From an optimization exercise on the open Yosys and OpenROAD flow, aimed at small area, a short achievable clock period and few clock cycles per item; shortcuts taken in it are not production practice.
Function was checked by simulation only, so behaviour that the tests miss may differ from the original.
Power figures rest on the tool's default switching activity, not on a simulated workload.

[flow/run.sh]
#!/bin/bash
# synth_recipe.tcl (not shown) runs the flow's synth.tcl, then flattens the netlist and writes it again
# the make line also repeats each setting of config.mk as NAME=value (left out here)
make -C /OpenROAD-flow-scripts/flow DESIGN_CONFIG=/design/flow/config.mk WORK_HOME=/design/flow/orfs CLKGATE_MAP_FILE= SYNTH_SCRIPT=/design/flow/synth_recipe.tcl finish
[flow/config.mk]
export PLATFORM = sky130hd
export DESIGN_NAME = rename_unit
export DESIGN_NICKNAME = rename_unit
export VERILOG_FILES = /design/flow/design.v
export SDC_FILE = /design/flow/constraint.sdc
export NUM_CORES = 4
export LEC_CHECK = 0
export CAP_MARGIN = 35
export CORE_MARGIN = 2
export CORE_UTILIZATION = 48
export CTS_CLUSTER_DIAMETER = 60
export CTS_CLUSTER_SIZE = 30
export PLACE_DENSITY = 0.58
export SETUP_SLACK_MARGIN = 4.3
export SLEW_MARGIN = 35
[flow/constraint.sdc]
create_clock -name core_clock -period 7.0 [get_ports {clock}]
set_input_delay 1.4000 -clock core_clock [delete_from_list [all_inputs] [get_ports {clock}]]
set_output_delay 1.4000 -clock core_clock [all_outputs]
set_load 0.01 [all_outputs]
[flow/design.v]
`default_nettype none
module rename_unit (
    input  wire logic                                      clock,
    input  wire logic                                      reset,
    input  wire logic                                      squash,
    input  wire logic                                      request_valid,
    output logic                                           request_ready,
    input  wire logic [2*15-1:0]      request,
    output logic                                           result_valid,
    input  wire logic                                      result_ready,
    output logic [2*18-1:0]           result,
    input  wire logic [2*12-1:0]      retire
);
    localparam int NA = 32;
    localparam int PW = 6;
    localparam int AW = 5;
    localparam int RQ = 2*15;
    localparam int RS = 2*18;
    logic [NA-1:1][PW-1:0]   spec_st;     
    logic [NA-1:1][PW-1:0]   commit_st;   
    logic [NA-1:0][PW-1:0]   spec_q, commit_q;
    logic [NA/2-1:0][PW-1:0] even_q;      
    logic [NA/2-1:0][PW-1:0] odd_q;       
    logic [4:0]  head_q;                  
    logic [3:0]  he_q;                    
    logic [4:0]  ch_q;                    
    logic [5:0]  count_q;                 
    logic        ge1_q, ge2_q;            
    logic        sq_q;                    
    logic          pwe_q, pwo_q;
    logic [3:0]    pre_q, pro_q;
    logic [PW-1:0] pde_q, pdo_q;
    logic          hite_q, hito_q;        
    logic          hv_q, sv_q;
    logic [RQ-1:0] hd_q, sd_q;
    logic [1:0]    hl_q;
    logic          fwd_a_q, fwd_b_q;      
    logic          ov_q;
    logic [RS-1:0] od_q;
    logic          rv0, rv1;
    logic [AW-1:0] rarn0, rarn1;
    logic [PW-1:0] rprn0, rprn1;
    logic [PW-1:0] old0, old1;            
    logic [PW-1:0] push_e, push_o;        
    logic          we_e, we_o;
    logic [3:0]    row_e, row_o;
    logic [1:0]    nret;
    always_comb begin
        {rv1, rarn1, rprn1, rv0, rarn0, rprn0} = retire;
        old0  = commit_q[rarn0];
        old1  = (rv0 && rarn1 == rarn0) ? rprn0 : commit_q[rarn1];
        nret  = 2'({1'b0, rv0} + {1'b0, rv1});
        push_e = (rv0 && !ch_q[0]) ? old0 : old1;
        push_o = (rv0 &&  ch_q[0]) ? old0 : old1;
        row_o  = ch_q[4:1];
        row_e  = 4'(ch_q[4:1] + {3'd0, ch_q[0]});
        we_e   = ch_q[0] ? (rv0 && rv1) : (rv0 || rv1);
        we_o   = ch_q[0] ? (rv0 || rv1) : (rv0 && rv1);
    end
    logic [AW-1:0] a0, b0, d0, a1, b1, d1;
    logic          live0, live1;
    logic          enough, out_room, adv;
    logic [PW-1:0] erow, orow, alloc0, alloc1;
    logic          odd0, odd1;
    logic [RS-1:0] renamed;
    logic [1:0]    popped;
    always_comb begin
        {a1, b1, d1, a0, b0, d0} = hd_q;
        live0    = hl_q[0];
        live1    = hl_q[1];
        enough   = ge2_q || (ge1_q && !(live0 && live1)) || !(live0 || live1);
        out_room = !ov_q || result_ready;
        adv      = hv_q && enough && out_room && !sq_q;
        popped   = adv ? 2'({1'b0, live0} + {1'b0, live1}) : 2'd0;
        erow   = hite_q ? pde_q : even_q[he_q];
        orow   = hito_q ? pdo_q : odd_q[head_q[4:1]];
        odd0   = head_q[0];
        odd1   = head_q[0] ^ live0;
        alloc0 = odd0 ? orow : erow;
        alloc1 = odd1 ? orow : erow;
        renamed[35:30] = fwd_a_q ? alloc0 : spec_q[a1];
        renamed[29:24] = fwd_b_q ? alloc0 : spec_q[b1];
        renamed[23:18] = live1 ? alloc1 : '0;
        renamed[17:12] = spec_q[a0];
        renamed[11:6]  = spec_q[b0];
        renamed[5:0]   = live0 ? alloc0 : '0;
    end
    logic          accept_in, hload;
    logic [RQ-1:0] hnext;
    assign request_ready = !sv_q;
    assign accept_in     = request_valid && !sv_q;
    assign result_valid  = ov_q;
    assign result        = od_q;
    assign hload         = adv || !hv_q;
    assign hnext         = sv_q ? sd_q : request;
    logic [5:0] count_next;
    logic       ge1_next, ge2_next;
    logic [5:0] cand [5];
    logic [4:0] cge1, cge2;
    logic [5:0] byp_c [3];
    logic [2:0] byp_1, byp_2;
    logic [4:0] head_next, h1, h2;
    logic [3:0] he_next;
    always_comb begin
        for (int k = 0; k < 5; k++) begin
            cand[k] = 6'(count_q + 6'(k) - 6'd2);
            cge1[k] = (k >= 3) || count_q >= 6'(3 - k);      
            cge2[k] = (k >= 4) || count_q >= 6'(4 - k);      
        end
        for (int p = 0; p < 3; p++) begin
            case (nret)
                2'd0:    begin byp_c[p] = cand[2-p]; byp_1[p] = cge1[2-p]; byp_2[p] = cge2[2-p]; end
                2'd1:    begin byp_c[p] = cand[3-p]; byp_1[p] = cge1[3-p]; byp_2[p] = cge2[3-p]; end
                default: begin byp_c[p] = cand[4-p]; byp_1[p] = cge1[4-p]; byp_2[p] = cge2[4-p]; end
            endcase
        end
        case (popped)
            2'd0:    begin count_next = byp_c[0]; ge1_next = byp_1[0]; ge2_next = byp_2[0]; end
            2'd1:    begin count_next = byp_c[1]; ge1_next = byp_1[1]; ge2_next = byp_2[1]; end
            default: begin count_next = byp_c[2]; ge1_next = byp_1[2]; ge2_next = byp_2[2]; end
        endcase
        h1 = head_q + 5'd1;
        h2 = head_q + 5'd2;
        if (sq_q) begin
            head_next = ch_q;
            he_next   = 4'(ch_q[4:1] + {3'd0, ch_q[0]});
        end else begin
            case (popped)
                2'd0:    begin head_next = head_q; he_next = he_q; end
                2'd1:    begin head_next = h1;     he_next = 4'(h1[4:1] + {3'd0, h1[0]}); end
                default: begin head_next = h2;     he_next = 4'(h2[4:1] + {3'd0, h2[0]}); end
            endcase
        end
    end
    always_ff @(posedge clock) begin
        if (reset) begin
            head_q  <= '0;
            he_q    <= '0;
            ch_q    <= '0;
            count_q <= 6'd32;
            ge1_q   <= 1'b1;
            ge2_q   <= 1'b1;
            pwe_q   <= 1'b0;
            pwo_q   <= 1'b0;
            hite_q  <= 1'b0;
            hito_q  <= 1'b0;
            sq_q    <= 1'b1;
            hv_q    <= 1'b0;
            sv_q    <= 1'b0;
            ov_q    <= 1'b0;
        end else begin
            pwe_q  <= we_e;
            pwo_q  <= we_o;
            hite_q <= we_e && row_e == he_next;
            hito_q <= we_o && row_o == head_next[4:1];
            sq_q   <= squash;
            ch_q   <= ch_q + 5'(nret);
            head_q <= head_next;
            he_q   <= he_next;
            if (sq_q) begin
                count_q <= 6'd32;
                ge1_q   <= 1'b1;
                ge2_q   <= 1'b1;
            end else begin
                count_q <= count_next;
                ge1_q   <= ge1_next;
                ge2_q   <= ge2_next;
            end
            if (squash) begin
                hv_q <= 1'b0;
                sv_q <= 1'b0;
                ov_q <= 1'b0;
            end else begin
                if (hload) begin
                    hv_q <= sv_q || accept_in;
                    sv_q <= 1'b0;
                end else if (accept_in) begin
                    sv_q <= 1'b1;
                end
                if (out_room) ov_q <= adv;
            end
        end
    end
    always_ff @(posedge clock) begin
        pre_q <= row_e;
        pro_q <= row_o;
        pde_q <= push_e;
        pdo_q <= push_o;
        if (hload) begin
            hd_q    <= hnext;
            hl_q[0] <= hnext[4:0] != '0;
            hl_q[1] <= hnext[19:15] != '0;
            fwd_a_q <= hnext[4:0] != '0 && hnext[29:25] == hnext[4:0];
            fwd_b_q <= hnext[4:0] != '0 && hnext[24:20] == hnext[4:0];
        end
        if (!sv_q) sd_q <= request;
        if (out_room) od_q <= renamed;
    end
    always_ff @(posedge clock) begin
        for (int i = 1; i < NA; i++) begin
            if (sq_q)
                spec_st[i] <= commit_st[i];
            else if (adv && ((live1 && d1 == AW'(i)) || (live0 && d0 == AW'(i)))) begin
                if ((live1 && d1 == AW'(i)) ? odd1 : odd0)
                    spec_st[i] <= orow;
                else
                    spec_st[i] <= erow;
            end
        end
    end
    always_ff @(posedge clock) begin
        if (reset) begin
            for (int i = 1; i < NA; i++) begin
                commit_st[i] <= PW'(i);
            end
            for (int i = 0; i < NA/2; i++) begin
                even_q[i] <= PW'(NA + 2*i);
                odd_q[i]  <= PW'(NA + 2*i + 1);
            end
        end else begin
            for (int i = 1; i < NA; i++) begin
                if (rv1 && rarn1 == AW'(i))
                    commit_st[i] <= rprn1;
                else if (rv0 && rarn0 == AW'(i))
                    commit_st[i] <= rprn0;
            end
            for (int i = 0; i < NA/2; i++) begin
                if (pwe_q && pre_q == 4'(i)) even_q[i] <= pde_q;
                if (pwo_q && pro_q == 4'(i)) odd_q[i]  <= pdo_q;
            end
        end
    end
    assign spec_q   = {spec_st, PW'(0)};
    assign commit_q = {commit_st, PW'(0)};
endmodule
`default_nettype wire
==> flow_summary.ini, run 1 <==
[cells_and_area]
antennaDiodeCount = 0
final_cell_mix = 643 x nand2_1, 448 x dfxtp_1, 349 x mux4_2
final_common_cell = nand2_1
drive_above_1_share = 0.246
num-fill-cells = 7472
areaGrowthSynthToFinish_pct = 15.8
fin_nets = 4093

[clock_network]
numCtsBuffers = 66
clk_pin_slew_ps = 80
cts_tree = built
htreeDepth = 3
cts_max_path_buffers = 3
cts-hold-fix-buffers = 0
root_buffer = clkbuf_16
insertion_delay_ps = 660
cts.sinks = 714

[power_and_ir_drop]
p_total_w = 0.0117
p_leak_nw = 17.1
powerDensity_nw_per_um2 = 237
vdd_drop_max_mv = 0.233

[route]
drt_pre_antenna_iters = 9
first_iter_violations = 5682
drc_errors = 0
wl_per_cell_um = 32.1
routed_wl_mm = 168
num_vias = 36009
vias_per_cell = 6.89
ant_nets = 0

[synthesis]
synth.ff_latch_count = 714
synth_edf_count = 256
synth_area_per_cell_um2 = 10.4
synthFlopType = dfxtp_1
synth_fp_nets = 4172
synth_area_um2 = 42700
synth_cells = 4090
yosysSeqAreaShare = 0.395
async_flop_share = 0
yosys_warnings = 3
ys_types = 77

[floorplanning]
die_h_um = 302
pin_count = 97
core_area_um2 = 88200
initial_core_util = 0.484
die_w_um = 302
die-area_um2 = 91300
row_count = 109

[job]
drv_cap = 0

[sta]
setup-tns-final_ps = 0
report.final.slew_viol_count = 0
min_period_over_period = 0.390
worst_slew_pin_slew_ps = 967
slew_headroom = 0.355
finalHoldViolations = 0
rsz0062_at_grt = yes
setup_viol_count_final = 0
min_period_ps = 2730
fin_worst_skew_ps = 44.3
fin_hold_ws_ps = 458
max_freq_mhz = 366

[setup_path]
arrival_ps = 3030
crit_required_ps = 7300
end_kind = flop
worst_r2r_path_depth = 7
worst-path-max-fanout = 16
rrSetupSlack_ps = 4270
startpoint_type = flop
worstSetupPathType = reg2reg
reg2reg_from = head_q[1]
crit-reg2reg-capture = spec_st[115]

[placed_design]
io_buffers = 96
dp_hpwl_mm = 111
routabilityCongestion = 1.02

[worst_hold_path]
holdPathStages = 2
worstHoldStart = odd_q[2]
holdPathEnd = odd_q[2]
hp-class = reg2reg

[global_routing]
grt_use_total = 0.355
grt-ovfl-total = 0
grt_pass1_wl_mm = 236
antenna_found_initial = 7
grt_pass1_vias = 32290
grt_max_degree = 220

[outcome]
status = complete, no violations
## timing repair
item | in CTS | in global routing
buffers inserted | 59 | 31
pin swaps | 18 | 14
endpoints found under the setup margin | 731 | 375
gates resized for setup | 348 | 140
cloned | 15 | 12
## cell type report
| class | count | area [µm²] | share of cell area |
|---|---|---|---|
| timing repair inverter | 1 | 7.51 | 0.000152 |
| timing repair buffer | 275 | 3390 | 0.0685 |
| inverter | 34 | 158 | 0.00319 |
| clock inverter | 52 | 608 | 0.0123 |
| clock buffer | 69 | 1720 | 0.0347 |
| tap | 1165 | 1460 | 0.0295 |
| sequential | 714 | 16900 | 0.341 |
| multi-input combinational | 2919 | 25200 | 0.510 |
## cell usage after synthesis (20+ instances only)
library cell | instances | area, µm²
nand2_1 | 663 | 2490
dfxtp_1 | 458 | 9170
mux4_2 | 349 | 7860
nor2_1 | 345 | 1290
mux2i_1 | 327 | 3270
clkbuf_1 | 295 | 1110
edfxtp_1 | 256 | 7690
o221ai_1 | 189 | 1660
nand3_1 | 137 | 686
o21ai_0 | 124 | 621
a21oi_1 | 92 | 460
buf_2 | 77 | 385
a211oi_1 | 76 | 571
mux2_2 | 73 | 822
nor2b_1 | 58 | 363
a311oi_1 | 53 | 464
xnor2_1 | 50 | 438
buf_1 | 32 | 120
inv_1 | 31 | 116
o22a_1 | 28 | 245
nor3_1 | 27 | 135
a22o_1 | 26 | 228
or2_0 | 23 | 144
ha_1 | 22 | 275
a211o_1 | 20 | 175
## flip-flops by register name, summed over array words and instances (netlist names), 30 cells and up, named ones only
name and cells:
sd_q 30, commit_st 186, hd_q 30, even_q 96
odd_q 96, od_q 36, spec_st 186
## power by group
group	total, W	switching, W	leakage (nW)	internal [W]
Sequential	0.00502	0.000401	6.37	0.00462
Clock	0.00392	0.00196	1.12	0.00196
Combinational	0.00280	0.00160	9.59	0.00120
## routing by layer
layer	vias to the layer above	GRT usage	wire [µm]
met5	-	0.00466	113
met3	470	0.0855	21500
li1	15355	-	-
met4	10	0.146	9300
met2	2608	0.496	69400
met1	17566	0.526	67600
## worst max-delay path by stage
stage	start	endpoint	slack, ps	cells after the start
after floorplan	result_ready	hite_q	3670	8
after global placement	retire[23]	ch_q[4]	2470	6
after detailed placement	retire[23]	commit_st[63]	2630	6
after CTS	hd_q[16]	spec_st[18]	4260	6
after global routing	head_q[0]	hite_q	4210	9
final	head_q[1]	spec_st[115]	4270	7
## kinds of logic (layout without fill, tap and decap cells)
logic type | Yosys count | after routing | share of synthesized area
muxes | 749 | 749 | 0.280
DFF | 714 | 714 | 0.395
and+or+nand+nor | 1356 | 1357 | 0.136
xor gates and xnor gates | 61 | 61 | 0.0125
adders and majority gates | 23 | 23 | 0.00692
buffers and inverters | 459 | 431 | 0.0440
AOI/OAI and AO/OA | 728 | 729 | 0.125
## worst max-delay path, cell delays in order (launching register included)
cell       delay, ps
dfxtp_4          440
bufbuf_16        330
mux4_2           550
mux2i_2          280
a21oi_2          180
nand2_4          140
buf_12           190
o221ai_1         260
## per-stage QoR
stage,cells,area [µm²],setup slack [ps],utilization
after floorplan,4090,43400,3670,-
after detailed placement,4989,44200,2630,0.501
after global routing,5229,49400,4210,0.560
final,5229,49400,4270,0.560
after global placement,4989,44200,2470,0.501
after CTS,5184,48300,4260,0.548
Testbench counts, summed over its fixed seeds: cycles 28,688, bundles 20,000.
==> run 2, diff against run 1 <==
--- a/flow/config.mk
+++ b/flow/config.mk
@@ -9,7 +9,7 @@
 export CORE_MARGIN = 2
 export CORE_UTILIZATION = 48
-export CTS_CLUSTER_DIAMETER = 60
+export CTS_CLUSTER_DIAMETER = 80
 export CTS_CLUSTER_SIZE = 30
 export PLACE_DENSITY = 0.58
-export SETUP_SLACK_MARGIN = 4.3
+export SETUP_SLACK_MARGIN = 4.4
 export SLEW_MARGIN = 35
==> run 2 against run 1 <==
Compared with the run above: global-route usage rose by 0.42 points; clock skew increased by 5.5 ps; maximum frequency down 0.67%; register-to-register slack got worse by 20 ps; first-iteration DRC count down 4.3%; critical path depth is 3 higher; die area did not move.
==> flow_summary.ini, run 2 <==
[synthesis]
synth_edf_count = 256
synth_fp_nets = 4172
synth_cells = 4090
synth_area_um2 = 42700
synth_commonest_cells = 663 x nand2_1, 458 x dfxtp_1, 349 x mux4_2, 345 x nor2_1, 327 x mux2i_1
synth_top_area_cell = dfxtp_1
ys_types = 77
async_flop_share = 0
synth_top_area_frac = 0.215
synth.ff_latch_count = 714
synthFlopType = dfxtp_1
ys_top_cells_by_area = dfxtp_1 21%, mux4_2 18%, edfxtp_1 18%, mux2i_1 7.7%, nand2_1 5.8%
synth_area_per_cell_um2 = 10.4
yosysSeqAreaShare = 0.395
yosysMostFrequentCell = nand2_1
yosys_warnings = 3

[job]
drv_cap = 0

[floorplanning]
pin_count = 97
die_w_um = 302
initial_core_util = 0.484
die-area_um2 = 91300
die_h_um = 302
core_area_um2 = 88200
row_count = 109

[sta]
min_period_over_period = 0.393
rsz0062_at_grt = yes
setup-tns-final_ps = 0
worst_slew_pin_slew_ps = 966
setup_viol_count_final = 0
max_freq_mhz = 364
slew_headroom = 0.355
min_period_ps = 2750
finalHoldViolations = 0
fin_worst_skew_ps = 49.8
report.final.slew_viol_count = 0
worst_slack_ps = 4250

[route]
num_vias = 35976
ant_nets = 0
vias_per_cell = 6.90
wl_per_cell_um = 32.5
met1_length_mm = 67.7
routed_wl_mm = 169
wl_met3_mm = 21.1
drt_pre_antenna_iters = 6
drc_errors = 0
first_iter_violations = 5439
routed.top_layer = met5
route.met2.wl_mm = 70.7

[worst_hold_path]
worstHoldStart = odd_q[2]
holdPathStages = 2
holdPathEnd = odd_q[2]
hp-class = reg2reg

[setup_path]
arrival_ps = 3310
worst-path-max-fanout = 4
startpoint_type = flop
crit-reg2reg-capture = hite_q
reg2reg_from = hl_q[0]
startpoint = hl_q[0]
crit_required_ps = 7560
end_kind = flop
worst_r2r_path_depth = 10
rrSetupSlack_ps = 4250
worstSetupPathType = reg2reg

[cells_and_area]
final_common_cell = nand2_1
final_util = 0.562
drive_above_1_share = 0.266
final_cell_mix = 627 x nand2_1, 447 x dfxtp_1, 349 x mux4_2
largest_registers = commit_st: 186 flops, spec_st: 186 flops
areaGrowthSynthToFinish_pct = 16.2
stdcell_count = 5216
fin_nets = 4099

[placed_design]
pre_cts_ws_ps = 2500
dp.cells = 4987
routabilityCongestion = 1.01
dp_hpwl_mm = 111
io_buffers = 96

[clock_network]
insertion_delay_ps = 660
cts_max_path_buffers = 3
cts.sinks = 714
htreeDepth = 2
root_buffer = clkbuf_16
numCtsBuffers = 44
clk_pin_slew_ps = 110
cts_tree = built

[power_and_ir_drop]
powerDensity_nw_per_um2 = 222
vdd_drop_max_mv = 0.297
p_leak_nw = 17.1
p_total_w = 0.0110

[global_routing]
antenna_found_initial = 5
grt_pass1_wl_mm = 238
grt_pass1_vias = 32331
grt-ovfl-total = 0
grt_max_degree = 116
grt_use_total = 0.360

[outcome]
status = complete, no violations
-- run 2: cell counts after synthesis --
Identical to the previous run, type by type.
-- run 2: critical path, stage by stage (launching register included) --
cell and delay (ps):
edfxtp_1 520, buf_6 180, ha_4 170, nand2b_4 170
a2111oi_4 460, buf_4 210, nor2_1 50, nor2_1 160
o21ai_1 80, or4_1 510, a211oi_2 140
-- run 2: cell families after synthesis --
kind of cell,after synthesis,share of synthesized area
adder cells (fa/ha/maj),23,0.00692
buffers and inverters,459,0.0440
AND/OR/NAND/NOR,1356,0.136
flip-flops,714,0.395
multiplexers,749,0.280
XOR/XNOR,61,0.0125
AO/OA/AOI/OAI,728,0.125
-- run 2: what timing repair did --
| item | CTS | global route |
|---|---|---|
| endpoints found under the setup margin | 800 | 394 |
| setup buffers | 82 | 28 |
| resized for setup | 435 | 138 |
| pin swaps | 29 | 17 |
| gates cloned | 21 | 14 |
| hold buffers | 0 | 0 |
-- run 2: final cells by class --
| class | count | area [µm²] |
|---|---|---|
| Inverter | 34 | 165 |
| Timing Repair inverter | 1 | 7.51 |
| Multi-Input combinational cell | 2920 | 25800 |
| Clock inverter | 34 | 507 |
| Fill cell | 7576 | 38600 |
| Timing Repair Buffer | 302 | 3700 |
| Antenna cell | 1 | 2.50 |
| Tap cell | 1165 | 1460 |
| Clock buffer | 45 | 1130 |
| Sequential cell | 714 | 16900 |
-- run 2: per-stage QoR --
stage	area (µm²)	hold slack [ps]
5_1_grt	49600	480
4_1_cts	48400	462
6_report	49600	457
3_3_place_gp	44500	440
3_5_place_dp	44500	449
2_1_floorplan	44000	329
-- run 2: power by group --
group	leakage [nW]	internal (W)	switching (W)
clock network	0.786	0.00133	0.00179
logic	9.92	0.00124	0.00162
registers	6.37	0.00462	0.000400
-- run 2: worst max path at each step --
stage | to | depth (start not counted)
after global placement | ch_q[4] | 6
after CTS | hite_q | 10
after floorplan | hite_q | 8
final | hite_q | 10
after detailed placement | ch_q[4] | 6
after global routing | hite_q | 10
-- run 2: layer usage --
layer	vias up	global-route usage
li1	15337	-
met1	17556	0.525
met2	2624	0.518
met3	453	0.0797
met4	6	0.144
met5	-	0
==> run 3, diff against run 2 <==
--- a/flow/config.mk
+++ b/flow/config.mk
@@ -12,4 +12,5 @@
 export CTS_CLUSTER_SIZE = 30
 export PLACE_DENSITY = 0.58
-export SETUP_SLACK_MARGIN = 4.4
+export SETUP_SLACK_MARGIN = 4.3
 export SLEW_MARGIN = 35
+export TNS_END_PERCENT = 50
==> run 3 against run 2 <==
Compared with the run above: sequential share of layout area up 0.41 points; final cell count about the same; final area down 1.1%; clock-buffer cell count up 3; sequential power about the same; synthesized cell count unchanged; synthesized area unchanged; critical path depth down 1; maximum frequency down 0.51%; largest power group unchanged; hold slack better by 6.9 ps.
==> flow_summary.ini, run 3 <==
[synthesis]
synth_area_per_cell_um2 = 10.4
synth_edf_count = 256
synth_top_area_frac = 0.215
async_flop_share = 0
ys_types = 77
synth_cells = 4090
ys_top_cells_by_area = dfxtp_1 21%, mux4_2 18%, edfxtp_1 18%, mux2i_1 7.7%, nand2_1 5.8%
yosysMostFrequentCell = nand2_1
yosys_warnings = 3
synth.ff_latch_count = 714
synthFlopType = dfxtp_1
synth_commonest_cells = 663 x nand2_1, 458 x dfxtp_1, 349 x mux4_2, 345 x nor2_1, 327 x mux2i_1
synth_area_um2 = 42700
synth_top_area_cell = dfxtp_1
synth_fp_nets = 4172
yosysSeqAreaShare = 0.395

[worst_hold_path]
hp-class = reg2reg
holdPathEnd = odd_q[1]
holdPathStages = 2
worstHoldStart = odd_q[1]

[setup_path]
crit_top_cell = buf_16
crit_buf_inv = 3
worst-path-max-fanout = 13
reg2reg_from = head_q[1]
crit_family = compound AO/OA/AOI/OAI gates
crit_required_ps = 7500
end_kind = flop
arrival_ps = 3260
crit-reg2reg-capture = spec_st[51]
worstSetupPathType = in2reg
worst_r2r_path_depth = 7
worstPathCellList = buf_16, buf_16, buf_4, mux4_2, o21ai_0, a32o_1, a211oi_2, a21oi_2, mux2i_1
startpoint_type = input port
critPathMaxStageDelay_ps = 550
rrSetupSlack_ps = 4270
cp_slowest_cell = mux4_2

[power_and_ir_drop]
p_total_w = 0.0108
power_frac_comb = 0.247
netSwitchingPower_w = 0.00360
swShare = 0.334
vdd_drop_max_mv = 0.251
seqPwrFrac = 0.464
p_int_w = 0.00718
p_leak_nw = 17.2
power_frac_clock = 0.288
powerDensity_nw_per_um2 = 220

[clock_network]
numCtsBuffers = 42
htreeDepth = 2
cts-hold-fix-buffers = 0
cts_max_path_buffers = 3
root_buffer = clkbuf_16
clk_pin_slew_ps = 110
cts_tree = built
cts.sinks = 714
insertion_delay_ps = 640

[sta]
min_period_over_period = 0.395
worst_slew_pin_slew_ps = 974
rsz0062_at_grt = yes
max_freq_mhz = 362
worst_slack_ps = 4240
min_period_ps = 2760
fin_worst_skew_ps = 43.8
finalHoldViolations = 0
setup-tns-final_ps = 0
setup_viol_count_final = 0
slew_headroom = 0.350
report.final.slew_viol_count = 0

[floorplanning]
initial_core_util = 0.484
row_count = 109
die_w_um = 302
core_area_um2 = 88200
die_h_um = 302
die-area_um2 = 91300
pin_count = 97

[outcome]
status = complete, no violations

[global_routing]
antenna_found_initial = 0
grt_use_total = 0.349
grt_pass1_wl_mm = 233
grt_max_degree = 226
grt_pass1_vias = 32436
grt-ovfl-total = 0

[job]
drv_cap = 0

[placed_design]
dp_hpwl_mm = 111
io_buffers = 96
routabilityCongestion = 1.00
placed_cell_area_um2 = 44300
pre_cts_ws_ps = 2580

[cells_and_area]
drive_above_1_share = 0.236
largest_registers = commit_st: 186 flops, spec_st: 186 flops
multiInputGateArea_um2 = 25100
areaGrowthSynthToFinish_pct = 14.9
fin_area_um2 = 49000
final_common_cell = nand2_1
final_cell_mix = 645 x nand2_1, 446 x dfxtp_1, 349 x mux4_2
num-fill-cells = 7670
seq_area_um2 = 16900
fin_nets = 4095

[route]
vias_per_cell = 6.90
wl_per_cell_um = 31.5
num_vias = 35977
drt_pre_antenna_iters = 7
wl_met3_mm = 20.9
drc_errors = 0
routed_wl_mm = 164
ant_nets = 0
first_iter_violations = 5241
route.met2.wl_mm = 68.7
met1_length_mm = 66.1
routed.top_layer = met4
==> run 3: cell count changes in the layout (fill, tap and decap cells not counted), moves of 11 or more <==
| cell | before | now |
|---|---|---|
| o221ai_2 | 48 | 24 |
| nand2_1 | 627 | 645 |
| dlymetal6s2s_1 | 0 | 33 |
| o21ai_4 | 12 | 1 |
| buf_2 | 37 | 3 |
| o21ai_1 | 70 | 41 |
| o21ai_0 | 38 | 72 |
| o221ai_1 | 140 | 164 |
| mux2i_1 | 307 | 319 |
==> run 3: worst max path at each step <==
| stage | startpoint | to | slack [ps] | cells past startpoint |
|---|---|---|---|---|
| after floorplan | result_ready | hite_q | 3670 | 8 |
| after global placement | retire[23] | ch_q[4] | 2460 | 6 |
| after detailed placement | retire[23] | commit_st[60] | 2580 | 6 |
| after CTS | od_q[21] | result[21] | 3960 | 1 |
| after global routing | retire[21] | commit_st[68] | 4190 | 7 |
| final | retire[18] | pde_q[4] | 4240 | 9 |
==> run 3: worst min-delay path, cell delays in order (launching register included) <==
cell	delay (ps)
dfxtp_1	330
nand2_1	50
a21oi_1	50
==> run 3: final cells by class <==
type                            count  share of cell area
Clock buffer                       48              0.0232
Clock inverter                     30             0.00962
Timing Repair inverter              1            0.000153
Inverter                           34             0.00332
Timing Repair Buffer              302              0.0773
Sequential cell                   714               0.344
Antenna cell                        2            0.000102
Tap cell                         1165              0.0297
Multi-Input combinational cell   2918               0.512
==> run 3: logic make-up after synthesis <==
| logic type | count (synthesis) | share of synthesized area |
|---|---|---|
| AOI/OAI and AO/OA | 728 | 0.125 |
| xor gates and xnor gates | 61 | 0.0125 |
| buffers and inverters | 459 | 0.0440 |
| DFF | 714 | 0.395 |
| and+or+nand+nor | 1356 | 0.136 |
| muxes | 749 | 0.280 |
| adders and majority gates | 23 | 0.00692 |
==> run 3: per-stage QoR <==
stage,hold WS [ps],cells,utilization
after floorplan,329,4090,-
after global placement,443,4996,0.501
after CTS,466,5157,0.543
after detailed placement,449,4998,0.502
final,464,5214,0.556
after global routing,485,5212,0.556
==> run 3: power groups by stage <==
| stage | Combinational, W | Clock, W | Sequential (W) |
|---|---|---|---|
| final | 0.00267 | 0.00311 | 0.00501 |
| after global routing | 0.00275 | 0.00329 | 0.00503 |
| after CTS | 0.00250 | 0.00314 | 0.00499 |
| after detailed placement | 0.00224 | 0 | 0.00510 |
| after global placement | 0.00223 | 0 | 0.00509 |
| after floorplan | 0.00153 | 0 | 0.00486 |
==> run 3: repair_timing <==
item | in CTS | in global routing
cloned | 13 | 10
pin swaps | 21 | 24
endpoints found under the setup margin | 819 | 486
hold endpoints to repair | 0 | 0
gates resized for setup | 260 | 159
buffers inserted | 68 | 41
==> run 3: metal layers <==
metal	up-vias	track usage
met5	-	0
met1	17612	0.517
met4	0	0.141
li1	15355	-
met3	418	0.0750
met2	2592	0.496
==> run 4, diff against run 3 <==
--- a/flow/config.mk
+++ b/flow/config.mk
@@ -6,4 +6,5 @@
 export NUM_CORES = 4
 export LEC_CHECK = 0
+export ABC_AREA = 1
 export CAP_MARGIN = 35
 export CORE_MARGIN = 2
@@ -14,3 +15,2 @@
 export SETUP_SLACK_MARGIN = 4.3
 export SLEW_MARGIN = 35
-export TNS_END_PERCENT = 50
==> run 4 against run 3 <==
Compared with the run above: critical path depth shrank 1; clock skew grew 1.5 ps; synthesized area grew 5.8%; sequential power is essentially flat; highest routed layer is now met5; first-iteration DRC count grew 96%; hold slack lost 6.0 ps; largest power group unchanged; clock power is essentially flat; still clean.
==> flow_summary.ini, run 4 <==
[sta]
max_freq_mhz = 362
finalHoldViolations = 0
worst_slew_pin_slew_ps = 1010
setup_viol_count_final = 0
fin_hold_ws_ps = 458
report.final.slew_viol_count = 0
fin_worst_skew_ps = 45.3
min_period_over_period = 0.394
setup-tns-final_ps = 0
rsz0062_at_grt = yes
min_period_ps = 2760
slew_headroom = 0.325

[synthesis]
synth_commonest_cells = 1525 x nand2_1, 1016 x nand3_1, 692 x o21ai_0, 582 x nor2_1, 481 x inv_1
synth_edf_count = 256
synth.ff_latch_count = 714
synth_area_per_cell_um2 = 6.75
synth_area_um2 = 45200
yosys_warnings = 3
synthFlopType = dfxtp_1
yosysSeqAreaShare = 0.373
synth_top_area_cell = dfxtp_1
synth_fp_nets = 6774
synth_cells = 6692
ys_top_cells_by_area = dfxtp_1 20%, edfxtp_1 17%, nand2_1 13%, nand3_1 11%, o21ai_0 7.7%
ys_types = 53
async_flop_share = 0
synth_top_area_frac = 0.203
yosysMostFrequentCell = nand2_1

[route]
ant_nets = 0
drc_errors = 0
num_vias = 51942
route.met2.wl_mm = 88.3
met1_length_mm = 87.9
wl_met3_mm = 33.7
vias_per_cell = 6.63
first_iter_violations = 10294
drt_pre_antenna_iters = 8
wl_per_cell_um = 28.8
routed_wl_mm = 225
routed.top_layer = met5

[placed_design]
dp_hpwl_mm = 149
io_buffers = 96
routabilityCongestion = 1.06
dp.cells = 7638
placed_cell_area_um2 = 46200

[power_and_ir_drop]
powerDensity_nw_per_um2 = 228
vdd_drop_max_mv = 0.218
p_leak_nw = 20.9

[cells_and_area]
drive_above_1_share = 0.0904
final_common_cell = nand2_1
fin_area_um2 = 49800
fin_nets = 6622
final_util = 0.534
stdcell_count = 7833
areaGrowthSynthToFinish_pct = 10.3
final_cell_mix = 1489 x nand2_1, 1012 x nand3_1, 672 x o21ai_0
largest_registers = commit_st: 186 flops, spec_st: 186 flops

[floorplanning]
die_w_um = 311
initial_core_util = 0.484
row_count = 112
pin_count = 97
core_area_um2 = 93300
die_h_um = 311
die-area_um2 = 96600

[clock_network]
cts.sinks = 714
insertion_delay_ps = 700
clk_pin_slew_ps = 110
cts_max_path_buffers = 3
numCtsBuffers = 43
htreeDepth = 2
cts_tree = built
root_buffer = clkbuf_16

[global_routing]
grt_use_total = 0.441
antenna_found_initial = 16
grt_max_degree = 136
grt_pass1_wl_mm = 319
grt-ovfl-total = 0
grt_pass1_vias = 44897

[setup_path]
crit_required_ps = 7330
worstSetupPathType = reg2reg
startpoint_type = flop
cp_slowest_cell = edfxtp_1
crit_top_cell = a21oi_1
critPathMaxStageDelay_ps = 490
end_kind = flop
worstPathCellList = clkbuf_8, nor2_2, buf_12, a21oi_1, o211ai_1, a21oi_1, nor3_2, a31oi_1
worst-path-max-fanout = 57
arrival_ps = 3090

[worst_hold_path]
hp-class = reg2reg

[job]
drv_cap = 0

[outcome]
status = complete, no violations
run 4: cell families after synthesis:
group	count (synthesis)	share of synthesized area
adder cells (fa/ha/maj)	23	0.00654
XOR/XNOR	24	0.00465
buffers and inverters	1013	0.0931
AND/OR/NAND/NOR	3254	0.309
AO/OA/AOI/OAI	1664	0.213
flip-flops	714	0.373
run 4: layout make-up:
class | instances | area, µm²
Fill cell | 9474 | 43500
Timing Repair inverter | 1 | 7.51
Clock buffer | 46 | 1120
Antenna cell | 5 | 12.5
Tap cell | 1254 | 1570
Multi-Input combinational cell | 4976 | 24800
Clock inverter | 33 | 526
Sequential cell | 714 | 16900
Inverter | 527 | 2170
Timing Repair Buffer | 277 | 2670
run 4: layer usage:
| layer | vias to the layer above | global-route usage |
|---|---|---|
| met5 | - | 0 |
| met3 | 931 | 0.125 |
| met4 | 18 | 0.218 |
| met1 | 24061 | 0.620 |
| met2 | 4310 | 0.616 |
| li1 | 22622 | - |
run 4: power breakdown:
| part | total, W | switching (W) | leakage (nW) | internal (W) |
|---|---|---|---|---|
| Clock | 0.00314 | 0.00179 | 0.788 | 0.00136 |
| Sequential | 0.00500 | 0.000388 | 6.37 | 0.00461 |
| Combinational | 0.00319 | 0.00229 | 13.8 | 0.000896 |
| Total | 0.0113 | 0.00447 | 20.9 | 0.00687 |
run 4: per-stage QoR:
step	power (W)	setup slack, ps
final	0.0113	4240
after global routing	0.0116	4230
after CTS	0.0110	4200
after detailed placement	0.00784	2520
after global placement	0.00780	2470
after floorplan	0.00669	4310
run 4: worst max-delay path: cells and delay by family (launching register included):
family,cells,cell delay [ps]
AND/OR/NAND/NOR,2,600
buffers and inverters,2,600
flip-flops,1,490
AO/OA/AOI/OAI,4,580
run 4: timing repair:
action / 4_1_cts / 5_1_grt
hold buffers: 0 / 0
endpoints found under the setup margin: 798 / 535
cloned: 9 / 9
resized for setup: 354 / 127
pin swaps: 14 / 12
setup buffers: 51 / 40
run 4: path summary, 6_finish.rpt:
check,from,end,slack (ps),depth (start not counted)
worst max register to register,hd_q[10],od_q[12],4240,8
worst min-delay path,sd_q[7],sd_q[7],460,2
worst max-delay path,hd_q[10],od_q[12],4240,8
worst min register to register,sd_q[7],sd_q[7],460,2
==> run 5, diff against run 4 <==
--- a/flow/config.mk
+++ b/flow/config.mk
@@ -6,5 +6,4 @@
 export NUM_CORES = 4
 export LEC_CHECK = 0
-export ABC_AREA = 1
 export CAP_MARGIN = 35
 export CORE_MARGIN = 2
@@ -12,4 +11,5 @@
 export CTS_CLUSTER_DIAMETER = 80
 export CTS_CLUSTER_SIZE = 30
+export GPL_ROUTABILITY_DRIVEN = 0
 export PLACE_DENSITY = 0.58
 export SETUP_SLACK_MARGIN = 4.3
==> run 5 against run 4 <==
Compared with the run above: sequential share of layout area grew 0.89 points; largest power group unchanged; clock power shrank 5%; register-to-register slack gained 40 ps.
==> flow_summary.ini, run 5 <==
[outcome]
status = complete, no violations

[route]
first_iter_violations = 5626
vias_per_cell = 6.92
num_vias = 35803
routed_wl_mm = 164
drc_errors = 0
wl_per_cell_um = 31.6
ant_nets = 0
drt_pre_antenna_iters = 7

[synthesis]
synthFlopType = dfxtp_1
synth_xor_area_frac = 0.0125
synth_cells = 4090
synth_commonest_cells = 663 x nand2_1, 458 x dfxtp_1, 349 x mux4_2, 345 x nor2_1, 327 x mux2i_1
yosysSeqAreaShare = 0.395
synth_top_family_by_area = multiplexers
ys_types = 77
synth.ff_latch_count = 714
synth_fp_nets = 4172
synth_top_area_frac = 0.215
synth_area_um2 = 42700
synthAdderAreaFrac = 0.00692
synth_edf_count = 256
synth_top_area_cell = dfxtp_1
yosysMostFrequentCell = nand2_1
synth-compound-area-share = 0.125
async_flop_share = 0
yosys.area_share.simple = 0.136
synthMuxAreaShare = 0.280
synth_area_per_cell_um2 = 10.4
yosys_warnings = 3
ys_top_cells_by_area = dfxtp_1 21%, mux4_2 18%, edfxtp_1 18%, mux2i_1 7.7%, nand2_1 5.8%

[clock_network]
cts-hold-fix-buffers = 0
cts_max_path_buffers = 3
cts.sinks = 714
insertion_delay_ps = 640
numCtsBuffers = 42
cts_tree = built
htreeDepth = 2
root_buffer = clkbuf_16
clk_pin_slew_ps = 100

[setup_path]
arrival_ps = 3280
crit_required_ps = 7550
reg2reg_from = hl_q[0]
startpoint = result_ready
worst_r2r_path_depth = 7
crit_end = hite_q
startpoint_type = input port
worst-path-max-fanout = 3
crit_buf_inv = 4
crit-reg2reg-capture = spec_st[28]
worstSetupPathType = in2reg
cp.depth = 11
crit_family = simple AND/OR/NAND/NOR gates
end_kind = flop
cp_slowest_cell = or4_4
worstPathCellList = dlygate4sd2_1, nor2b_4, buf_12, buf_4, clkinvlp_4, nand2_1, o31a_1, o221ai_2, mux2i_1, or4_4, a211oi_2
critPathMaxStageDelay_ps = 410
rrSetupSlack_ps = 4280

[power_and_ir_drop]
vdd_drop_max_mv = 0.252
powerDensity_nw_per_um2 = 221
p_total_w = 0.0107
p_leak_nw = 16.6

[job]
drv_cap = 0

[sta]
setup-tns-final_ps = 0
worst_slew_pin_slew_ps = 955
rsz0062_at_grt = yes
min_period_ps = 2730
max_freq_mhz = 366
slew_headroom = 0.362
setup_viol_count_final = 0
min_period_over_period = 0.390
fin_worst_skew_ps = 27.4
report.final.slew_viol_count = 0
finalHoldViolations = 0

[worst_hold_path]
holdPathStages = 2
hp-class = reg2reg

[global_routing]
grt_pass1_wl_mm = 232
grt_use_total = 0.348
grt_pass1_vias = 32129
grt_max_degree = 115
grt-ovfl-total = 0
antenna_found_initial = 10

[cells_and_area]
largest_registers = commit_st: 186 flops, spec_st: 186 flops
stdcell_count = 5177
drive_above_1_share = 0.235
fin_nets = 4061
final_cell_mix = 638 x nand2_1, 448 x dfxtp_1, 349 x mux4_2
areaGrowthSynthToFinish_pct = 13.7
antennaDiodeCount = 0
final_common_cell = nand2_1
final_util = 0.550

[floorplanning]
core_area_um2 = 88200
initial_core_util = 0.484
die-area_um2 = 91300
row_count = 109
die_w_um = 302
die_h_um = 302
pin_count = 97

[placed_design]
dp.cells = 4991
io_buffers = 96
dp_hpwl_mm = 109
[run 5: changes by cell type in the layout (fill, tap and decap cells not counted), sizes merged, moves of 73 or more]
cell    before  now
o221ai      69  190
mux2         0   73
o22ai      123   14
inv        518   40
a22oi      101   15
a211oi       1   78
nor2       618  345
nand2     1551  664
mux4         0  349
o21ai      800  137
mux2i        0  327
nand3     1029  137
a21oi      367   92
o211ai     101   16
[run 5: timing repair]
| action | 4_1_cts | 5_1_grt |
|---|---|---|
| cloned | 16 | 8 |
| endpoints found under the setup margin | 731 | 385 |
| pin swaps | 22 | 21 |
| gates resized for setup | 363 | 121 |
| buffers inserted | 67 | 15 |
[run 5: logic make-up after synthesis]
family,count (synthesis)
AO/OA/AOI/OAI,728
XOR/XNOR,61
multiplexers,749
AND/OR/NAND/NOR,1356
flip-flops,714
adder cells (fa/ha/maj),23
buffers and inverters,459
[run 5: worst register-to-register path: stages (launching register included)]
cell and delay, ps:
edfxtp_1 500, clkinvlp_4 220, buf_4 240, or2_2 460
nor2_1 180, xnor2_1 110, or2_1 350, o221ai_1 450
[run 5: metal layers]
layer,track usage,up-vias,wire (µm)
met5,0,-,82
met4,0.147,14,9060
met3,0.0754,417,21000
met2,0.495,2674,68000
met1,0.512,17454,65500
li1,-,15244,-
[run 5: how the worst min path moves through the flow]
| stage | startpoint | to | slack [ps] |
|---|---|---|---|
| after floorplan | ch_q[3] | pro_q[2] | 330 |
| after global placement | odd_q[11] | odd_q[11] | 440 |
| after detailed placement | odd_q[4] | odd_q[4] | 450 |
| after CTS | odd_q[4] | odd_q[4] | 460 |
| after global routing | odd_q[2] | odd_q[2] | 480 |
| final | odd_q[3] | odd_q[3] | 460 |
[run 5: power by group]
part           total [W]  switching [W]  internal (W)
clock network    0.00297        0.00167       0.00130
registers        0.00500       0.000390       0.00462
logic            0.00273        0.00156       0.00117
[run 5: layout make-up]
class                           instances  area (µm²)
Clock buffer                           47        1090
Timing Repair Buffer                  269        3270
Timing Repair inverter                  1        7.51
Inverter                               34         159
Multi-Input combinational cell       2917       25200
Clock inverter                         30         435
Tap cell                             1165        1460
Sequential cell                       714       16900
Fill cell                            7564       39700
[run 5: through the flow]
step	worst slack, ps	hold slack [ps]	cell area, µm²
2_1_floorplan	3670	329	43400
3_3_place_gp	2390	440	44200
3_5_place_dp	2390	449	44200
4_1_cts	4290	464	47800
5_1_grt	4210	481	48500
6_report	4270	463	48500
==> run 6, diff against run 5 <==
--- a/flow/config.mk
+++ b/flow/config.mk
@@ -11,5 +11,4 @@
 export CTS_CLUSTER_DIAMETER = 80
 export CTS_CLUSTER_SIZE = 30
-export GPL_ROUTABILITY_DRIVEN = 0
 export PLACE_DENSITY = 0.58
 export SETUP_SLACK_MARGIN = 4.3
==> run 6 against run 5 <==
Compared with the run above: still clean; wire length grew 2.0%; clock skew grew 18 ps; synthesized cell count is the same; combinational power grew 1%; final area grew 0.51%; first-iteration DRC count grew 1.8%; sequential power is essentially flat; hold slack gained 1.2 ps; largest cell class unchanged; highest routed layer unchanged.
==> flow_summary.ini, run 6 <==
[route]
vias_per_cell = 6.94
wl_per_cell_um = 32.2
routed_wl_mm = 167
ant_nets = 0
num_vias = 35978
first_iter_violations = 5727
drt_pre_antenna_iters = 8
drc_errors = 0

[setup_path]
worstSetupPathType = reg2reg
worst_r2r_path_depth = 10
cp_slowest_cell = mux4_2
crit_top_cell = buf_12
worst-path-max-fanout = 33
reg2reg_from = he_q[0]
critPathMaxStageDelay_ps = 510
end_kind = flop
startpoint_type = flop
crit-reg2reg-capture = od_q[28]
rrSetupSlack_ps = 4280
worstPathCellList = buf_12, mux4_2, mux2i_1, a21oi_1, nand2_1, buf_12, nor2_1, a31oi_4, buf_12, a21oi_1
crit_required_ps = 7380
arrival_ps = 3090

[synthesis]
synth_top_area_cell = dfxtp_1
yosysMostFrequentCell = nand2_1
synth_top_area_frac = 0.215
synth_cells = 4090
async_flop_share = 0
synth_fp_nets = 4172
synth_area_per_cell_um2 = 10.4
ys_types = 77
synth.ff_latch_count = 714
synthFlopType = dfxtp_1
synth_area_um2 = 42700
synth_edf_count = 256
yosysSeqAreaShare = 0.395
yosys_warnings = 3
ys_top_cells_by_area = dfxtp_1 21%, mux4_2 18%, edfxtp_1 18%, mux2i_1 7.7%, nand2_1 5.8%
synth_commonest_cells = 663 x nand2_1, 458 x dfxtp_1, 349 x mux4_2, 345 x nor2_1, 327 x mux2i_1

[floorplanning]
die-area_um2 = 91300
die_w_um = 302
row_count = 109
pin_count = 97
core_area_um2 = 88200
initial_core_util = 0.484
die_h_um = 302

[power_and_ir_drop]
p_leak_nw = 16.7
netSwitchingPower_w = 0.00367
power_frac_comb = 0.255
seqPwrFrac = 0.461
p_int_w = 0.00721
vdd_drop_max_mv = 0.220
power_frac_clock = 0.285
swShare = 0.337
powerDensity_nw_per_um2 = 223

[global_routing]
grt_use_total = 0.354
grt_pass1_wl_mm = 236
use_met3 = 0.0753
grtUsageMet2 = 0.498
antenna_found_initial = 8
top_usage_layer = met1
grt-ovfl-total = 0
grt_pass1_vias = 32147
grtUsageMet1 = 0.527
grt_max_degree = 220

[sta]
worst_slew_pin_slew_ps = 922
rsz0062_at_grt = yes
setup_viol_count_final = 0
min_period_ps = 2720
min_period_over_period = 0.388
worst_slack_ps = 4280
setup-tns-final_ps = 0
finalHoldViolations = 0
slew_headroom = 0.385
report.final.slew_viol_count = 0
fin_worst_skew_ps = 45.3
max_freq_mhz = 368

[cells_and_area]
num-fill-cells = 7502
drive_above_1_share = 0.236
final_cell_mix = 640 x nand2_1, 448 x dfxtp_1, 349 x mux4_2
areaGrowthSynthToFinish_pct = 14.2
fin_area_um2 = 48800
final_util = 0.553
multiInputGateArea_um2 = 25300
largest_registers = commit_st: 186 flops, spec_st: 186 flops
final_common_cell = nand2_1
fin_nets = 4066
seq_area_um2 = 16900

[placed_design]
routabilityCongestion = 1.02
placed_cell_area_um2 = 44200
pre_cts_ws_ps = 2630
dp_hpwl_mm = 111
io_buffers = 96

[worst_hold_path]
holdPathStages = 2
worstHoldStart = odd_q[2]
holdPathEnd = odd_q[2]
hp-class = reg2reg

[job]
drv_cap = 0

[outcome]
status = complete, no violations

[clock_network]
htreeDepth = 2
cts_max_path_buffers = 3
insertion_delay_ps = 650
numCtsBuffers = 41
clk_pin_slew_ps = 110
root_buffer = clkbuf_16
cts-hold-fix-buffers = 0
cts.sinks = 714
cts_tree = built
-- run 6: worst max-delay path, delay by kind of cell, from the launching register on --
| kind | cells | cell delay (ps) |
|---|---|---|
| AO/OA/AOI/OAI | 3 | 390 |
| buffers and inverters | 3 | 540 |
| flip-flops | 1 | 430 |
| multiplexers | 2 | 780 |
| AND/OR/NAND/NOR | 2 | 270 |
-- run 6: power groups by stage --
stage	combinational [W]	clock, W	sequential [W]
final	0.00277	0.00310	0.00501
after global routing	0.00283	0.00327	0.00504
after CTS	0.00250	0.00312	0.00500
after detailed placement	0.00224	0	0.00509
after global placement	0.00223	0	0.00509
after floorplan	0.00154	0	0.00486
-- run 6: cells by family after synthesis --
kind of cell,count (synthesis),share of synthesized area
simple gates,1356,0.136
mux,749,0.280
buf+inv,459,0.0440
xor+xnor,61,0.0125
compound gates,728,0.125
fa+ha+maj,23,0.00692
flops,714,0.395
-- run 6: timing repair --
action                                 4_1_cts  5_1_grt
buffers inserted                            54       34
pin swaps                                   16       16
setup endpoints to repair                  731      426
gates cloned                                18        9
resized for setup                          343      155
endpoints found under the hold margin        0        0
-- run 6: through the flow --
stage | total power (W) | hold WS [ps] | cells
2_1_floorplan | 0.00640 | 329 | 4090
3_3_place_gp | 0.00732 | 443 | 4989
3_5_place_dp | 0.00733 | 448 | 4989
4_1_cts | 0.0106 | 464 | 5137
5_1_grt | 0.0111 | 486 | 5182
6_report | 0.0109 | 464 | 5183
-- run 6: layer usage --
layer | vias up | wire [µm]
met5 | - | 102
met4 | 10 | 9300
met3 | 451 | 21400
met2 | 2674 | 68800
met1 | 17580 | 67400
li1 | 15263 | -
-- run 6: cell type report --
type                    instances  share of cell area
repair inverters                1            0.000154
multi-input cells            2920               0.519
inverters                      34             0.00318
clock buffers                  44              0.0223
well taps                    1165              0.0299
diodes                          1           0.0000513
repair buffers                272              0.0685
clock inverters                32              0.0105
flip-flops and latches        714               0.346
-- run 6: how the worst max path moves through the flow --
stage	endpoint	start
2_1_floorplan	hite_q	result_ready
3_3_place_gp	ch_q[4]	retire[23]
3_5_place_dp	commit_st[63]	retire[23]
4_1_cts	od_q[35]	he_q[1]
5_1_grt	hite_q	hl_q[0]
6_report	od_q[28]	he_q[0]
==> run 7, diff against run 6 <==
--- a/flow/config.mk
+++ b/flow/config.mk
@@ -8,8 +8,8 @@
 export CAP_MARGIN = 35
 export CORE_MARGIN = 2
-export CORE_UTILIZATION = 48
+export CORE_UTILIZATION = 52
 export CTS_CLUSTER_DIAMETER = 80
 export CTS_CLUSTER_SIZE = 30
-export PLACE_DENSITY = 0.58
+export PLACE_DENSITY = 0.62
 export SETUP_SLACK_MARGIN = 4.3
 export SLEW_MARGIN = 35
==> run 7 against run 6 <==
Compared with the run above: total power is 1.9% lower; critical endpoint is now pde_q[3]; sequential cell count stayed put; final cell count is 1.9% lower; non-clock buffer count stayed put; critical path depth is 3 lower; final area is 0.87% lower; synthesized cell count stayed put; register-to-register slack hardly changed; sequential power hardly changed; critical path type is now in2reg; clock power is 5% lower; wire length is 3.9% lower.
==> flow_summary.ini, run 7 <==
[route]
vias_per_cell = 7.04
drc_errors = 0
ant_nets = 0
routed_wl_mm = 160
wl_per_cell_um = 31.6
drt_pre_antenna_iters = 7
num_vias = 35796
first_iter_violations = 6035

[sta]
setup-tns-final_ps = 0
max_freq_mhz = 367
report.final.slew_viol_count = 0
finalHoldViolations = 0
fin_worst_skew_ps = 33.2
min_period_over_period = 0.390
min_period_ps = 2730
rsz0062_at_grt = yes
worst_slew_pin_slew_ps = 958
slew_headroom = 0.361
setup_viol_count_final = 0
fin_hold_ws_ps = 463

[power_and_ir_drop]
power_frac_comb = 0.256
seqPwrFrac = 0.467
powerDensity_nw_per_um2 = 221
p_leak_nw = 16.6
netSwitchingPower_w = 0.00362
vdd_drop_max_mv = 0.168
swShare = 0.340
power_frac_clock = 0.277
p_int_w = 0.00705

[floorplanning]
initial_core_util = 0.522
die_w_um = 291
pin_count = 97
core_area_um2 = 81700
die-area_um2 = 84400
row_count = 105
die_h_um = 291

[cells_and_area]
antennaDiodeCount = 0
largest_registers = commit_st: 186 flops, spec_st: 186 flops
final_cell_mix = 637 x nand2_1, 449 x dfxtp_1, 349 x mux4_2
final_common_cell = nand2_1
num-fill-cells = 6901
areaGrowthSynthToFinish_pct = 13.2
fin_nets = 4063
drive_above_1_share = 0.232

[synthesis]
synth_fp_nets = 4172
synth_commonest_cells = 663 x nand2_1, 458 x dfxtp_1, 349 x mux4_2, 345 x nor2_1, 327 x mux2i_1
synth_cells = 4090
async_flop_share = 0
ys_types = 77
synth_area_um2 = 42700
yosysSeqAreaShare = 0.395
yosysMostFrequentCell = nand2_1
synth_top_area_cell = dfxtp_1
synth_area_per_cell_um2 = 10.4
synth_edf_count = 256
synth_top_area_frac = 0.215
ys_top_cells_by_area = dfxtp_1 21%, mux4_2 18%, edfxtp_1 18%, mux2i_1 7.7%, nand2_1 5.8%
synth.ff_latch_count = 714
yosys_warnings = 3
synthFlopType = dfxtp_1

[global_routing]
grt_pass1_vias = 32186
grt_use_total = 0.366
grt-ovfl-total = 0
antenna_found_initial = 3
grt_pass1_wl_mm = 228
grt_max_degree = 122

[setup_path]
arrival_ps = 3240
rrSetupSlack_ps = 4290
worstSetupPathType = in2reg
crit-reg2reg-capture = hite_q
worst-path-max-fanout = 23
worst_r2r_path_depth = 11
reg2reg_from = hl_q[0]
crit_required_ps = 7510
end_kind = flop
startpoint_type = input port

[outcome]
status = complete, no violations

[placed_design]
dp_hpwl_mm = 107
io_buffers = 96
routabilityCongestion = 1.04

[clock_network]
cts-hold-fix-buffers = 0
cts.sinks = 714
root_buffer = clkbuf_16
cts_max_path_buffers = 3
cts_tree = built
htreeDepth = 2
clk_pin_slew_ps = 120
insertion_delay_ps = 640
numCtsBuffers = 40

[worst_hold_path]
worstHoldStart = even_q[2]
holdPathEnd = even_q[2]
hp-class = reg2reg
holdPathStages = 2

[job]
drv_cap = 0
[run 7: cell count changes in the layout (fill, tap and decap cells not counted), sizes merged, moves of 2 or more]
cell,delta
a221o,-2
bufbuf,-3
dlygate4sd2,+4
buf,-7
bufinv,-4
clkbuf,-2
clkdlybuf4s15,+8
[run 7: through the flow]
stage / utilization / setup slack [ps] / total power (W) / cell area, µm² / instances
2_1_floorplan: - / 3670 / 0.00640 / 43400 / 4090
3_3_place_gp: 0.539 / 2410 / 0.00727 / 44000 / 4894
3_5_place_dp: 0.540 / 2390 / 0.00729 / 44100 / 4894
4_1_cts: 0.579 / 4190 / 0.0104 / 47300 / 5045
5_1_grt: 0.592 / 4210 / 0.0109 / 48300 / 5082
6_report: 0.592 / 4270 / 0.0107 / 48300 / 5082
[run 7: worst max-delay path by stage]
| stage | cells past startpoint | startpoint | slack, ps | endpoint |
|---|---|---|---|---|
| 6_report | 7 | retire[7] | 4270 | pde_q[3] |
| 5_1_grt | 11 | hl_q[0] | 4210 | hite_q |
| 4_1_cts | 7 | retire[11] | 4190 | ch_q[4] |
| 3_5_place_dp | 7 | retire[11] | 2390 | ch_q[4] |
| 3_3_place_gp | 7 | retire[11] | 2410 | ch_q[4] |
| 2_1_floorplan | 8 | result_ready | 3670 | hite_q |
[run 7: what timing repair did]
item | 4_1_cts | 5_1_grt
setup buffers | 66 | 23
setup endpoints to repair | 741 | 278
cloned | 12 | 8
pin swaps | 21 | 31
gates resized for setup | 301 | 150
hold endpoints to repair | 0 | 0
[run 7: worst max-delay path, stage by stage]
cell and delay (ps):
buf_6 230, bufbuf_16 400, mux4_2 330, a21oi_1 330, o22ai_1 220, a21oi_2 200
mux2i_1 100
[run 7: final cells by class]
cell class	count	area, µm²	share of cell area
clock buffer	45	1060	0.0220
clock inverter	28	429	0.00888
sequential	714	16900	0.349
multi-input combinational	2918	25200	0.521
timing repair inverter	1	7.51	0.000155
timing repair buffer	272	3280	0.0678
inverter	34	159	0.00329
tap	1070	1340	0.0277
[run 7: power groups by stage]
stage               logic [W]  registers (W)  clock network, W
global route          0.00280        0.00502           0.00311
floorplan             0.00154        0.00486                 0
finish                0.00273        0.00499           0.00295
global placement      0.00220        0.00506                 0
detailed placement    0.00222        0.00508                 0
CTS                   0.00245        0.00497           0.00297
[run 7: metal layers]
layer / up-vias / part of all wire / global-route usage
met5: - / 0.00024 / 0
met4: 6 / 0.048 / 0.130
met3: 392 / 0.13 / 0.0832
met2: 2718 / 0.42 / 0.519
met1: 17441 / 0.40 / 0.548
li1: 15239 / - / -
[run 7: cell families (layout without fill, tap and decap cells)]
| kind of cell | count (synthesis) | count (layout) | synth area share |
|---|---|---|---|
| AND/OR/NAND/NOR | 1356 | 1357 | 0.136 |
| multiplexers | 749 | 749 | 0.280 |
| AO/OA/AOI/OAI | 728 | 728 | 0.125 |
| flip-flops | 714 | 714 | 0.395 |
| buffers and inverters | 459 | 380 | 0.0440 |
| XOR/XNOR | 61 | 61 | 0.0125 |
| adder cells (fa/ha/maj) | 23 | 23 | 0.00692 |
==> run 8, diff against run 7 <==
--- a/flow/config.mk
+++ b/flow/config.mk
@@ -6,10 +6,10 @@
 export NUM_CORES = 4
 export LEC_CHECK = 0
-export CAP_MARGIN = 35
+export CAP_MARGIN = 25
 export CORE_MARGIN = 2
-export CORE_UTILIZATION = 52
+export CORE_UTILIZATION = 48
 export CTS_CLUSTER_DIAMETER = 80
 export CTS_CLUSTER_SIZE = 30
-export PLACE_DENSITY = 0.62
+export PLACE_DENSITY = 0.58
 export SETUP_SLACK_MARGIN = 4.3
-export SLEW_MARGIN = 35
+export SLEW_MARGIN = 25
==> run 8 against run 7 <==
Compared with the run above: sequential cell count is the same; die area grew 8.2%; sequential share of layout area shrank 0.17 points; core utilization shrank 4.1 points; hold slack lost 1.5 ps; synthesized cell count is the same; register-to-register slack lost 50 ps; clock-buffer cell count grew 3; combinational power is essentially flat; critical path type is now reg2reg; largest power group unchanged; highest routed layer unchanged.
==> flow_summary.ini, run 8 <==
[outcome]
status = complete, no violations

[placed_design]
dp_hpwl_mm = 111
routabilityCongestion = 1.02
io_buffers = 96

[clock_network]
clk_pin_slew_ps = 110
htreeDepth = 2
cts-hold-fix-buffers = 0
cts_tree = built
root_buffer = clkbuf_16
cts.sinks = 714
numCtsBuffers = 42
cts_max_path_buffers = 3
insertion_delay_ps = 650

[power_and_ir_drop]
p_int_w = 0.00718
power_frac_clock = 0.286
swShare = 0.341
seqPwrFrac = 0.461
p_leak_nw = 16.7
powerDensity_nw_per_um2 = 224
netSwitchingPower_w = 0.00371
vdd_drop_max_mv = 0.271
p_total_w = 0.0109
power_frac_comb = 0.253

[synthesis]
yosys_warnings = 3
synth-compound-area-share = 0.125
synth_xor_area_frac = 0.0125
synth.ff_latch_count = 714
synth_fp_nets = 4172
yosysSeqAreaShare = 0.395
synth_top_family_by_area = multiplexers
yosys.area_share.simple = 0.136
synthFlopType = dfxtp_1
synth_top_area_cell = dfxtp_1
synth_area_um2 = 42700
synthAdderAreaFrac = 0.00692
ys_top_cells_by_area = dfxtp_1 21%, mux4_2 18%, edfxtp_1 18%, mux2i_1 7.7%, nand2_1 5.8%
ys_types = 77
async_flop_share = 0
synth_edf_count = 256
synth_area_per_cell_um2 = 10.4
synth_top_area_frac = 0.215
yosysMostFrequentCell = nand2_1
synthMuxAreaShare = 0.280
synth_cells = 4090
synth_commonest_cells = 663 x nand2_1, 458 x dfxtp_1, 349 x mux4_2, 345 x nor2_1, 327 x mux2i_1

[cells_and_area]
largest_registers = commit_st: 186 flops, spec_st: 186 flops
fin_nets = 4066
areaGrowthSynthToFinish_pct = 13.8
final_cell_mix = 646 x nand2_1, 450 x dfxtp_1, 349 x mux4_2
drive_above_1_share = 0.228
final_common_cell = nand2_1

[route]
vias_per_cell = 6.87
num_vias = 35624
drc_errors = 0
routed_wl_mm = 166
wl_per_cell_um = 32.1
drt_pre_antenna_iters = 6
first_iter_violations = 5423
ant_nets = 0

[global_routing]
grt_pass1_wl_mm = 236
grt_use_total = 0.354
grt_max_degree = 220
grt_pass1_vias = 32136
grt-ovfl-total = 0
antenna_found_initial = 6

[sta]
rsz0062_at_grt = yes
min_period_over_period = 0.394
finalHoldViolations = 0
max_freq_mhz = 362
worst_slew_pin_slew_ps = 986
report.final.slew_viol_count = 0
setup-tns-final_ps = 0
slew_headroom = 0.342
min_period_ps = 2760
fin_worst_skew_ps = 46.3
setup_viol_count_final = 0

[floorplanning]
die_w_um = 302
pin_count = 97
die-area_um2 = 91300
die_h_um = 302
row_count = 109
core_area_um2 = 88200
initial_core_util = 0.484

[setup_path]
rrSetupSlack_ps = 4240
end_kind = flop
startpoint = head_q[1]
worst-path-max-fanout = 31
startpoint_type = flop
worstSetupPathType = reg2reg
worst_r2r_path_depth = 7
arrival_ps = 3100
reg2reg_from = head_q[1]
crit_end = spec_st[45]
crit-reg2reg-capture = spec_st[45]
crit_required_ps = 7340

[worst_hold_path]
hp-class = reg2reg

[job]
drv_cap = 0
==> run 8: cell counts after synthesis <==
Identical to the previous run, type by type.
==> run 8: routing by layer <==
layer / track usage / routed length [µm] / vias up
met5: 0.00466 / 109 / -
met4: 0.158 / 9820 / 10
met3: 0.0799 / 20400 / 462
met2: 0.497 / 68500 / 2554
met1: 0.522 / 67600 / 17322
li1: - / - / 15276
==> run 8: what timing repair did <==
action,CTS,global route
buffers inserted,56,33
endpoints found under the hold margin,0,0
endpoints found under the setup margin,743,415
resized for setup,365,106
pin swaps,18,7
cloned,18,9
==> run 8: critical path, cell delays in order, from the launching register on <==
cell and delay, ps:
dfxtp_4 450, buf_12 190, mux4_2 550, mux2i_2 330, nand2_1 210, nand2_1 150, buf_8 270, o221ai_1 260
==> run 8: power by group through the flow <==
stage,clock [W],combinational [W],sequential [W]
CTS,0.00313,0.00251,0.00500
floorplan,0,0.00154,0.00486
finish,0.00312,0.00276,0.00502
global route,0.00328,0.00283,0.00504
global placement,0,0.00223,0.00509
detailed placement,0,0.00223,0.00509
==> run 8: worst min-delay path by stage <==
stage	start	to	slack [ps]	cells after the start
2_1_floorplan	ch_q[3]	pro_q[2]	330	0
3_3_place_gp	odd_q[53]	odd_q[53]	440	1
3_5_place_dp	odd_q[2]	odd_q[2]	450	2
4_1_cts	odd_q[2]	odd_q[2]	460	2
5_1_grt	odd_q[2]	odd_q[2]	480	2
6_report	odd_q[2]	odd_q[2]	460	2
==> run 8: cells by family (layout without fill, tap and decap cells) <==
logic type | after synthesis | count (layout)
xor gates and xnor gates | 61 | 61
other | 0 | 1
and+or+nand+nor | 1356 | 1357
muxes | 749 | 749
adders and majority gates | 23 | 23
DFF | 714 | 714
AOI/OAI and AO/OA | 728 | 730
buffers and inverters | 459 | 383
==> run 8: final cells by class <==
type                    instances  area, µm²
repair buffers                271       3330
repair inverters                1       7.51
diodes                          1       2.50
flip-flops and latches        714      16900
well taps                    1165       1460
clock buffers                  48       1140
inverters                      34        158
multi-input cells            2920      25100
fillers                      7642      39700
clock inverters                29        483
==> run 8: stage by stage <==
stage | hold slack (ps) | utilization | setup WS [ps] | cells | area [µm²]
2_1_floorplan | 329 | - | 3670 | 4090 | 43400
3_3_place_gp | 443 | 0.501 | 2470 | 4989 | 44200
3_5_place_dp | 448 | 0.501 | 2450 | 4989 | 44200
4_1_cts | 463 | 0.541 | 4260 | 5140 | 47700
5_1_grt | 484 | 0.550 | 4190 | 5182 | 48600
6_report | 462 | 0.551 | 4240 | 5183 | 48600

[static timing again, ports no longer ideal]
No port has a modelled driver above. Below, the same layouts with a new extraction and two added sets of constraints.
Step 1 assumes that a clkbuf_16 drives the clock port and a buf_2 every other input.
Step 2 adds t to the input delays and takes it off the output delays; t is the mean of the earliest and latest rising clock arrival at the registers after step 1. Input paths then give back, and output paths get back, about the clock's delay inside the block.
Slacks: no drivers / after step 1 / after step 2; pairs: no drivers / after step 1.
run	shift t [ns]	setup slack, ns	hold slack, ns	slew at the worst register clock pin (ns)	worst data-port slew with drivers (ns)
run 1	0.718	4.270 / 4.235 / 3.517	0.458 / 0.458 / 0.458	0.09 / 0.09	0.19
run 2	0.701	4.252 / 4.222 / 3.521	0.457 / 0.457 / 0.457	0.12 / 0.12	0.24
run 3	0.695	4.238 / 4.183 / 3.488	0.464 / 0.464 / 0.464	0.12 / 0.12	0.22
run 4	0.756	4.241 / 4.180 / 3.602	0.458 / 0.458 / 0.458	0.12 / 0.12	0.06
run 5	0.699	4.268 / 4.203 / 3.504	0.463 / 0.463 / 0.463	0.11 / 0.11	0.16
run 6	0.698	4.284 / 4.227 / 3.530	0.464 / 0.464 / 0.464	0.11 / 0.11	0.20
run 7	0.694	4.273 / 4.233 / 3.539	0.463 / 0.463 / 0.463	0.12 / 0.12	0.20
run 8	0.698	4.241 / 4.219 / 3.521	0.462 / 0.462 / 0.462	0.12 / 0.12	0.21
After both steps every run listed still meets setup and hold. The setup slack of run 5, which loses most, moves by -0.065 ns with the drivers and by -0.764 ns with both steps.
